This design comes from an exercise in tuning for small area, a short achievable clock period and few clock cycles per item on the open sky130 flow, not from production work. Function was checked by simulation only, so behaviour that the tests miss may differ from the original. Power is estimated from default activity; no workload was simulated.

$ cat design.v
package rbba_pkg;
  localparam int REG_W     = 13;
  localparam int BLK_W     = 12;
  localparam int OP_W      = 2;
  localparam int STAT_W    = 2;
  localparam int CFG_IDX_W = 2;
  localparam int NUM_BLOCKS_DEF = 4096;
  localparam int WORD_BITS_DEF  = 64;
  localparam logic [REG_W-1:0] TOTAL_BLOCKS_RST = 13'd2048;
  localparam logic [REG_W-1:0] META_START_RST   = 13'd2;
  localparam logic [REG_W-1:0] DATA_BASE_RST    = 13'd1024;
  localparam logic [CFG_IDX_W-1:0] CFG_TOTAL_BLOCKS = 2'd0;
  localparam logic [CFG_IDX_W-1:0] CFG_META_START   = 2'd1;
  localparam logic [CFG_IDX_W-1:0] CFG_DATA_BASE    = 2'd2;
  localparam logic [OP_W-1:0] OP_ALLOC_META = 2'd0;
  localparam logic [OP_W-1:0] OP_ALLOC_DATA = 2'd1;
  localparam logic [OP_W-1:0] OP_ALLOC_ANY  = 2'd2;
  localparam logic [OP_W-1:0] OP_FREE       = 2'd3;
  localparam logic [STAT_W-1:0] ST_OK       = 2'd0;
  localparam logic [STAT_W-1:0] ST_NO_FREE  = 2'd1;
  localparam logic [STAT_W-1:0] ST_RANGE    = 2'd2;
  typedef struct packed {
    logic [REG_W-1:0] total_blocks;
    logic [REG_W-1:0] meta_start;
    logic [REG_W-1:0] data_base;
  } cfg_regs_t;
endpackage
module rbba_cdiv #(
  parameter int VW      = 13,
  parameter int DIVISOR = 64,
  parameter int OFF_W   = 6
) (
  input  logic             clk,
  input  logic [VW-1:0]    din,
  output logic [VW-1:0]    quo,
  output logic [OFF_W-1:0] rem
);
  localparam logic [VW-1:0] RECIP = VW'((64'd1 << VW) / DIVISOR);
  localparam logic [VW-1:0] DIV_V = VW'(DIVISOR);
  logic [2*VW-1:0] prod_r;
  logic [VW-1:0]   v_r;
  logic [VW-1:0]   q0;
  logic [VW-1:0]   r0;
  logic [VW-1:0]   q_r;
  logic [OFF_W-1:0] r_r;
  always_ff @(posedge clk) begin
    prod_r <= (2*VW)'(din) * (2*VW)'(RECIP);
    v_r    <= din;
  end
  always_comb begin
    q0 = prod_r[2*VW-1:VW];
    r0 = v_r - VW'(q0 * DIV_V);
  end
  always_ff @(posedge clk) begin
    if (r0 >= DIV_V) begin
      q_r <= q0 + 1'b1;
      r_r <= OFF_W'(r0 - DIV_V);
    end else begin
      q_r <= q0;
      r_r <= OFF_W'(r0);
    end
  end
  assign quo = q_r;
  assign rem = r_r;
endmodule
module rbba_map #(
  parameter int WORDS = 64,
  parameter int WB    = 64,
  parameter int AW    = 6
) (
  input  logic          clk,
  input  logic          rd_en,
  input  logic [AW-1:0] rd_addr,
  output logic [WB-1:0] rd_data,
  input  logic          wr_en,
  input  logic [AW-1:0] wr_addr,
  input  logic [WB-1:0] wr_data
);
  logic [WB-1:0] mem [WORDS];
  logic [WB-1:0] rd_data_r;
  always_ff @(posedge clk) begin
    if (wr_en) begin
      mem[wr_addr] <= wr_data;
    end
  end
  always_ff @(posedge clk) begin
    if (rd_en) begin
      rd_data_r <= mem[rd_addr];
    end
  end
  assign rd_data = rd_data_r;
endmodule
import rbba_pkg::*;
module rbba_ctrl #(
  parameter int NUM_BLOCKS = rbba_pkg::NUM_BLOCKS_DEF,
  parameter int WORD_BITS  = rbba_pkg::WORD_BITS_DEF
) (
  input  logic                          clk,
  input  logic                          rst_n,
  input  rbba_pkg::cfg_regs_t           cfg,
  input  logic                          start,
  output logic                          busy,
  input  logic [rbba_pkg::OP_W-1:0]     op,
  input  logic [rbba_pkg::BLK_W-1:0]    block_number,
  output logic                          res_valid,
  output logic [rbba_pkg::BLK_W-1:0]    res_block,
  output logic [rbba_pkg::STAT_W-1:0]   res_status
);
  localparam int MAP_WORDS = (NUM_BLOCKS + WORD_BITS - 1) / WORD_BITS;
  localparam int CNT_W     = $clog2(NUM_BLOCKS + 1);
  localparam int VW        = (CNT_W > REG_W) ? CNT_W : REG_W;
  localparam int WI_W      = (MAP_WORDS > 1) ? $clog2(MAP_WORDS) : 1;
  localparam int OFF_W     = (WORD_BITS > 1) ? $clog2(WORD_BITS) : 1;
  localparam logic [VW-1:0]   NB_V   = VW'(NUM_BLOCKS);
  localparam logic [VW-1:0]   WB_V   = VW'(WORD_BITS);
  localparam logic [WI_W-1:0] LAST_W = WI_W'(MAP_WORDS - 1);
  typedef enum logic [8:0] {
    S_CLEAR   = 9'b000000001,
    S_IDLE    = 9'b000000010,
    S_PREP    = 9'b000000100,
    S_DIV1    = 9'b000001000,
    S_DIV2    = 9'b000010000,
    S_DIV3    = 9'b000100000,
    S_DIV4    = 9'b001000000,
    S_SCAN    = 9'b010000000,
    S_FREE_WR = 9'b100000000
  } state_t;
  state_t              state_r, state_nxt;
  logic [OP_W-1:0]     op_r, op_nxt;
  logic [BLK_W-1:0]    bno_r, bno_nxt;
  logic [VW-1:0]       tot_r, tot_nxt;
  logic [VW-1:0]       lo_r, lo_nxt;
  logic [VW-1:0]       hi_r, hi_nxt;
  logic [VW-1:0]       base_r, base_nxt;
  logic [WI_W-1:0]     w_r, w_nxt;
  logic [WI_W-1:0]     w_end_r, w_end_nxt;
  logic [OFF_W-1:0]    off_lo_r, off_lo_nxt;
  logic [OFF_W-1:0]    off_hi_r, off_hi_nxt;
  logic                first_r, first_nxt;
  logic [WI_W-1:0]     clr_r, clr_nxt;
  logic                res_valid_r, res_valid_nxt;
  logic [BLK_W-1:0]    res_block_r, res_block_nxt;
  logic [STAT_W-1:0]   res_status_r, res_status_nxt;
  logic [VW-1:0]       tot_c, ms_c, ds_c, tb_ext, ms_ext, ds_ext;
  logic [VW-1:0]       div_in, div_q;
  logic [OFF_W-1:0]    div_r;
  logic                rd_en, wr_en;
  logic [WI_W-1:0]     rd_addr, wr_addr;
  logic [WORD_BITS-1:0] rd_data, wr_data, free_v;
  logic                hit;
  logic [OFF_W-1:0]    idx;
  logic [VW-1:0]       grant_sum;
  rbba_cdiv #(.VW(VW), .DIVISOR(WORD_BITS), .OFF_W(OFF_W)) u_div (
    .clk (clk),
    .din (div_in),
    .quo (div_q),
    .rem (div_r)
  );
  rbba_map #(.WORDS(MAP_WORDS), .WB(WORD_BITS), .AW(WI_W)) u_map (
    .clk     (clk),
    .rd_en   (rd_en),
    .rd_addr (rd_addr),
    .rd_data (rd_data),
    .wr_en   (wr_en),
    .wr_addr (wr_addr),
    .wr_data (wr_data)
  );
  always_comb begin
    tb_ext = VW'(cfg.total_blocks);
    ms_ext = VW'(cfg.meta_start);
    ds_ext = VW'(cfg.data_base);
    tot_c  = (tb_ext > NB_V) ? NB_V : tb_ext;
    ms_c   = (ms_ext > tot_c) ? tot_c : ms_ext;
    ds_c   = (ds_ext > tot_c) ? tot_c : ds_ext;
  end
  always_comb begin
    for (int i = 0; i < WORD_BITS; i++) begin
      free_v[i] = !rd_data[i]
                  && (!first_r || OFF_W'(i) >= off_lo_r)
                  && (w_r != w_end_r || OFF_W'(i) <= off_hi_r);
    end
    hit = 1'b0;
    idx = '0;
    for (int i = WORD_BITS - 1; i >= 0; i--) begin
      if (free_v[i]) begin
        hit = 1'b1;
        idx = OFF_W'(i);
      end
    end
    grant_sum = base_r + VW'(idx);
  end
  always_comb begin
    state_nxt      = state_r;
    op_nxt         = op_r;
    bno_nxt        = bno_r;
    tot_nxt        = tot_r;
    lo_nxt         = lo_r;
    hi_nxt         = hi_r;
    base_nxt       = base_r;
    w_nxt          = w_r;
    w_end_nxt      = w_end_r;
    off_lo_nxt     = off_lo_r;
    off_hi_nxt     = off_hi_r;
    first_nxt      = first_r;
    clr_nxt        = clr_r;
    res_valid_nxt  = 1'b0;
    res_block_nxt  = res_block_r;
    res_status_nxt = res_status_r;
    div_in         = lo_r;
    rd_en          = 1'b0;
    rd_addr        = w_r;
    wr_en          = 1'b0;
    wr_addr        = w_r;
    wr_data        = rd_data;
    case (state_r)
      S_CLEAR: begin
        wr_en   = 1'b1;
        wr_addr = clr_r;
        wr_data = '0;
        clr_nxt = clr_r + 1'b1;
        if (clr_r == LAST_W) begin
          state_nxt = S_IDLE;
        end
      end
      S_IDLE: begin
        if (start) begin
          op_nxt    = op;
          bno_nxt   = block_number;
          state_nxt = S_PREP;
        end
      end
      S_PREP: begin
        tot_nxt = tot_c;
        case (op_r)
          OP_ALLOC_META: begin
            lo_nxt = ms_c;
            hi_nxt = ds_c;
          end
          OP_ALLOC_DATA: begin
            lo_nxt = ds_c;
            hi_nxt = tot_c;
          end
          default: begin
            lo_nxt = '0;
            hi_nxt = tot_c;
          end
        endcase
        state_nxt = S_DIV1;
      end
      S_DIV1: begin
        div_in    = (op_r == OP_FREE) ? VW'(bno_r) : lo_r;
        state_nxt = S_DIV2;
        if (op_r == OP_FREE) begin
          if (VW'(bno_r) >= tot_r) begin
            res_valid_nxt  = 1'b1;
            res_block_nxt  = '0;
            res_status_nxt = ST_RANGE;
            state_nxt      = S_IDLE;
          end
        end else if (lo_r >= hi_r) begin
          res_valid_nxt  = 1'b1;
          res_block_nxt  = '0;
          res_status_nxt = ST_NO_FREE;
          state_nxt      = S_IDLE;
        end
      end
      S_DIV2: begin
        div_in    = hi_r - 1'b1;
        state_nxt = S_DIV3;
      end
      S_DIV3: begin
        w_nxt      = div_q[WI_W-1:0];
        off_lo_nxt = div_r;
        base_nxt   = lo_r - VW'(div_r);
        if (op_r == OP_FREE) begin
          rd_en     = 1'b1;
          rd_addr   = div_q[WI_W-1:0];
          state_nxt = S_FREE_WR;
        end else begin
          state_nxt = S_DIV4;
        end
      end
      S_DIV4: begin
        w_end_nxt  = div_q[WI_W-1:0];
        off_hi_nxt = div_r;
        first_nxt  = 1'b1;
        rd_en      = 1'b1;
        rd_addr    = w_r;
        state_nxt  = S_SCAN;
      end
      S_SCAN: begin
        if (hit) begin
          wr_en          = 1'b1;
          wr_data        = rd_data | (WORD_BITS'(1) << idx);
          res_valid_nxt  = 1'b1;
          res_block_nxt  = grant_sum[BLK_W-1:0];
          res_status_nxt = ST_OK;
          state_nxt      = S_IDLE;
        end else if (w_r == w_end_r) begin
          res_valid_nxt  = 1'b1;
          res_block_nxt  = '0;
          res_status_nxt = ST_NO_FREE;
          state_nxt      = S_IDLE;
        end else begin
          rd_en     = 1'b1;
          rd_addr   = w_r + 1'b1;
          w_nxt     = w_r + 1'b1;
          base_nxt  = base_r + WB_V;
          first_nxt = 1'b0;
        end
      end
      S_FREE_WR: begin
        wr_en          = 1'b1;
        wr_data        = rd_data & ~(WORD_BITS'(1) << off_lo_r);
        res_valid_nxt  = 1'b1;
        res_block_nxt  = '0;
        res_status_nxt = ST_OK;
        state_nxt      = S_IDLE;
      end
      default: begin
        state_nxt = S_IDLE;
      end
    endcase
  end
  always_ff @(posedge clk) begin
    if (!rst_n) begin
      state_r     <= S_CLEAR;
      clr_r       <= '0;
      res_valid_r <= 1'b0;
    end else begin
      state_r     <= state_nxt;
      clr_r       <= clr_nxt;
      res_valid_r <= res_valid_nxt;
    end
  end
  always_ff @(posedge clk) begin
    op_r         <= op_nxt;
    bno_r        <= bno_nxt;
    tot_r        <= tot_nxt;
    lo_r         <= lo_nxt;
    hi_r         <= hi_nxt;
    base_r       <= base_nxt;
    w_r          <= w_nxt;
    w_end_r      <= w_end_nxt;
    off_lo_r     <= off_lo_nxt;
    off_hi_r     <= off_hi_nxt;
    first_r      <= first_nxt;
    res_block_r  <= res_block_nxt;
    res_status_r <= res_status_nxt;
  end
  assign busy       = (state_r != S_IDLE);
  assign res_valid  = res_valid_r;
  assign res_block  = res_block_r;
  assign res_status = res_status_r;
endmodule
import rbba_pkg::*;
module region_bitmap_block_allocator #(
  parameter int NUM_BLOCKS = rbba_pkg::NUM_BLOCKS_DEF,
  parameter int WORD_BITS  = rbba_pkg::WORD_BITS_DEF
) (
  input  logic                            clk,
  input  logic                            rst_n,
  input  logic                            start,
  output logic                            busy,
  input  logic [rbba_pkg::OP_W-1:0]       in_op,
  input  logic [rbba_pkg::BLK_W-1:0]      in_block_number,
  output logic                            out_valid,
  output logic [rbba_pkg::BLK_W-1:0]      out_granted_block,
  output logic [rbba_pkg::STAT_W-1:0]     out_status,
  input  logic                            cfg_valid,
  output logic                            cfg_ready,
  input  logic [rbba_pkg::CFG_IDX_W-1:0]  cfg_index,
  input  logic [rbba_pkg::REG_W-1:0]      cfg_data
);
  rbba_pkg::cfg_regs_t cfg_r;
  rbba_pkg::cfg_regs_t cfg_nxt;
  always_comb begin
    cfg_nxt = cfg_r;
    if (cfg_valid && cfg_ready) begin
      case (cfg_index)
        CFG_TOTAL_BLOCKS: cfg_nxt.total_blocks = cfg_data;
        CFG_META_START:   cfg_nxt.meta_start   = cfg_data;
        CFG_DATA_BASE:    cfg_nxt.data_base    = cfg_data;
        default:          cfg_nxt              = cfg_r;
      endcase
    end
  end
  always_ff @(posedge clk) begin
    if (!rst_n) begin
      cfg_r.total_blocks <= TOTAL_BLOCKS_RST;
      cfg_r.meta_start   <= META_START_RST;
      cfg_r.data_base    <= DATA_BASE_RST;
    end else begin
      cfg_r <= cfg_nxt;
    end
  end
  assign cfg_ready = 1'b1;
  rbba_ctrl #(.NUM_BLOCKS(NUM_BLOCKS), .WORD_BITS(WORD_BITS)) u_ctrl (
    .clk          (clk),
    .rst_n        (rst_n),
    .cfg          (cfg_r),
    .start        (start),
    .busy         (busy),
    .op           (in_op),
    .block_number (in_block_number),
    .res_valid    (out_valid),
    .res_block    (out_granted_block),
    .res_status   (out_status)
  );
endmodule
$ cat run.sh
#!/bin/bash
# synth_recipe.tcl (not shown) runs the flow's synth.tcl, then flattens the netlist and writes it again
# the make line also repeats each setting of config.mk as NAME=value (left out here)
make -C /OpenROAD-flow-scripts/flow DESIGN_CONFIG=/design/flow/config.mk WORK_HOME=/design/flow/orfs CLKGATE_MAP_FILE= SYNTH_SCRIPT=/design/flow/synth_recipe.tcl finish
$ cat config.mk
export PLATFORM = sky130hd
export DESIGN_NAME = region_bitmap_block_allocator
export DESIGN_NICKNAME = region_bitmap_block_allocator
export VERILOG_FILES = /design/flow/design.v
export SDC_FILE = /design/flow/constraint.sdc
export NUM_CORES = 4
export LEC_CHECK = 0
export CAP_MARGIN = 20
export CORE_MARGIN = 2
export CORE_UTILIZATION = 40
export SLEW_MARGIN = 20
$ cat constraint.sdc
create_clock -name core_clock -period 8.0 [get_ports {clk}]
set_input_delay 1.6000 -clock core_clock [delete_from_list [all_inputs] [get_ports {clk}]]
set_output_delay 1.6000 -clock core_clock [all_outputs]
set_load 0.01 [all_outputs]
==> results.py <==
metrics = {
    "floorplan": {
        "die_y_um": 669,
        "start_util_pct": 40.1,
        "pin_count": 50,
        "coreArea_sq_mm": 0.441,
        "fp.dieW_um": 669,
        "rows": 244,
        "die-area_sq_mm": 0.448,
    },
    "setup_path": {
        "path_delay_family": "compound AO/OA/AOI/OAI gates",
        "arrival_ns": 7.66,
        "cp_common_cell": "nor2_1",
        "path_class": "flop to flop",
        "setup.worst_path.start_class": "flop",
        "cp_slowest_stage_delay_ns": 0.77,
        "cp_cell_sequence": "xnor2_4 -> and2_1 -> buf_4 -> a311oi_1 -> nor4_1 -> o31ai_1 -> a21oi_1 -> o2111ai_1 -> a41o_1 -> a21oi_1 -> nor2_1 -> nor2_1 -> nor2_1 -> ha_1 -> fa_1 -> a21oi_1 -> nor2_1 -> nor2_1 -> o21bai_1 -> a21oi_1 -> nor2b_1 -> nand3_1 -> xor2_1 -> nor2_1",
        "slowest_stage": "and2_1",
        "cp.required_ns": 8.76,
        "worst-path-max-fanout": 20,
        "cp.buffers_inverters": 1,
        "endpoint_kind": "flop",
    },
    "clock_tree": {
        "clk_latency_ns": 1.03,
        "post_cts_buffers": 0,
        "cts_buffers": 438,
        "clock_path_buffers": 4,
        "h-tree-depth": 5,
        "cts.clk_slew.worst_paths_ns": 0.06,
        "cts_tree": "yes",
        "cts_sinks": 4343,
        "cts_resized": 0,
        "hold_buffers": 0,
        "clockRootBuffer": "clkbuf_16",
    },
    "layout": {
        "nNetsFinal": 13300,
        "final_cells": 19400,
        "syn2layout_area_growth_pct": 14.0,
        "drive_above_1_share_pct": 9.90,
    },
    "sta": {
        "hold_violations": 0,
        "tightest_slew_ns": 1.24,
        "layout_setup_ws_ns": 1.10,
        "setup_viol": 0,
        "rsz0062_at_grt": "false",
        "fin_hold_ws_ns": 0.322,
        "min_period_ns": 6.90,
        "setup_tns_ns": 0,
        "slew_viol_final": 0,
        "slew_headroom_pct": 17.1,
        "fmax_mhz": 145,
        "fin_crit_sh_pct": 86.2,
        "finalClockSkew_ns": 0.0860,
    },
    "detailed_routing": {
        "drcViolationCount": 0,
        "num_vias": 115000,
        "dr.pass1.iters": 8,
        "routed_wirelength_um": 598000,
        "drtIter0Drc": 16300,
        "final_antenna_net_count": 0,
        "wire_per_inst_um": 30.8,
        "via_per_inst": 5.94,
    },
    "grt": {
        "overflow": 0,
        "grt_max_degree": 100,
        "grt_use_total_pct": 26.0,
        "grt_pass1_wl_um": 827000,
        "grt_pass1_vias": 107000,
        "antenna_found_initial": 24,
    },
    "synth": {
        "synth_top_area_share_pct": 72.3,
        "syn_area_per_cell_sq_um": 13.7,
        "syn_area_sq_mm": 0.177,
        "synth_top_area_cell": "edfxtp_1",
        "synth.most_common_cell": "edfxtp_1",
        "yosys_warnings": 4,
        "synthTopCellsByCount": "edfxtp_1 (4264), nand2_1 (3034), nand3_1 (1972)",
        "synth-seq-cells": 4343,
        "ys_types": 92,
        "syn_inst": 13000,
        "synth_nets": 13100,
        "ys_top_cells_by_area": "edfxtp_1 (72%), nand2_1 (6.4%), nand3_1 (5.6%), mux2i_1 (5.6%), nand4_1 (0.96%)",
        "synth_ff_type": "edfxtp_1",
        "synthArstFlopShare_pct": 0,
        "ys_seq_area_share_pct": 73.2,
        "synth_edf_count": 4264,
    },
    "worst_hold_path": {
        "hold_class": "flop to flop",
    },
    "placed_design": {
        "pre_cts_slack_ns": 1.32,
        "dp_cells": 18600,
        "io_buffers": 48,
        "dp_hpwl_um": 323000,
        "place.gp.congestion": 1.01,
    },
    "run_status": {
        "status": "complete, no violations",
    },
    "power": {
        "p_leak_uw": 0.0701,
        "power_density_mw_per_mm2": 240,
        "ir_drop_mv": 0.247,
    },
    "run": {
        "drv_cap": 0,
    },
}
## state kept, by name, summed over array words and instances (netlist names), 9 cells and up
register / count
cfg_r: 39
u_ctrl.lo_r: 13
u_ctrl.bno_r: 12
u_ctrl.res_block_r: 12
u_ctrl.state_r: 9
u_ctrl.tot_r: 13
u_ctrl.u_div.v_r: 12
u_ctrl.base_r: 12
u_ctrl.hi_r: 13
u_ctrl.u_map.rd_data_r: 64
u_ctrl.u_map.mem: 4096
## layer usage
layer  part of all wire, %  vias to the layer above  track usage, %
li1                      -                    48900               -
met1                    40                    58800            36.3
met2                    45                     6426            40.2
met3                    10                     1258            4.60
met4                   4.5                        8            10.5
met5                0.0080                        -               0
## path summary, 6_finish.rpt
kind / start / to / slack (ns) / cells past startpoint
worst min-delay path: u_ctrl.u_div.v_r[11] / u_ctrl.u_div.q_r[5] / 0.32 / 0
worst max register to register: u_ctrl.w_r[3] / u_ctrl.res_block_r[10] / 1.10 / 24
worst max-delay path: u_ctrl.w_r[3] / u_ctrl.res_block_r[10] / 1.10 / 24
worst min register to register: u_ctrl.u_div.v_r[11] / u_ctrl.u_div.q_r[5] / 0.32 / 0
## where the power goes
group          internal, uW  leakage (uW)  switching [uW]
combinational           393        0.0235            2050
clock                 10900       0.00656            8680
sequential            26300        0.0401             151
## cells in the final DEF (no fill, tap or decap), drive strengths merged, types with 73 or more instances in the layout
| cell | instances |
|---|---|
| edfxtp | 4264 |
| nand2 | 3035 |
| nand3 | 1973 |
| mux2i | 984 |
| buf | 553 |
| clkbuf | 540 |
| nand4 | 275 |
| clkinv | 200 |
| a32oi | 194 |
| nor2 | 194 |
| o21ai | 97 |
| inv | 97 |
| a21oi | 95 |
| dfxtp | 79 |
| a22oi | 73 |
## logic make-up after synthesis
group	Yosys count	synth area share [%]
AND/OR/NAND/NOR	5790	14.6
multiplexers	1003	5.70
buffers and inverters	909	2.32
XOR/XNOR	46	0.255
adder cells (fa/ha/maj)	69	0.496
flip-flops	4343	73.2
AO/OA/AOI/OAI	799	3.35
other	1	0.00212
## through the flow
step / utilization (%) / cell area [sq um] / power [uW]
after floorplan: - / 177000 / 28000
after global placement: 42.7 / 188000 / 29300
after CTS: 45.7 / 202000 / 48600
after global routing: 45.7 / 202000 / 49600
final: 45.7 / 202000 / 48400
after detailed placement: 42.7 / 188000 / 29300
## area by class of cell
class | count | area [sq um]
antenna | 3 | 7.51
clock buffer | 540 | 11400
clock inverter | 242 | 1970
fill | 38600 | 239000
inverter | 87 | 327
multi-input combinational | 7708 | 44300
sequential | 4343 | 130000
tap | 5904 | 7390
timing repair buffer | 601 | 6690
Testbench counts, summed over its fixed seeds: cycles 80,324, items 9,600.

==> afterwards: timing with drivers on the ports <==
Ports are ideal in the flow. The routed layout listed here was re-timed in OpenROAD.
Step 1: set_driving_cell puts a clkbuf_16 on clk and a buf_2 on each other input, an assumption about the parent block.
Step 2, shift: input delay + t, output delay - t, t = (earliest + latest rising clock arrival at the registers) / 2. This alone moves slack from input paths to output paths.
a / b / c = ideal / step 1 / step 2; a / b = the first two.
shift t [ns]: 1.091
slack for setup (ns): 1.103 / 1.103 / 1.103
hold slack, ns: 0.322 / 0.322 / 0.322
clock arrival spread, ns: 0.088 / 0.087
After both steps setup and hold are still met in this run. For this run, drivers alone change the setup slack by 0.000 ns; drivers and shift together by 0.000 ns.
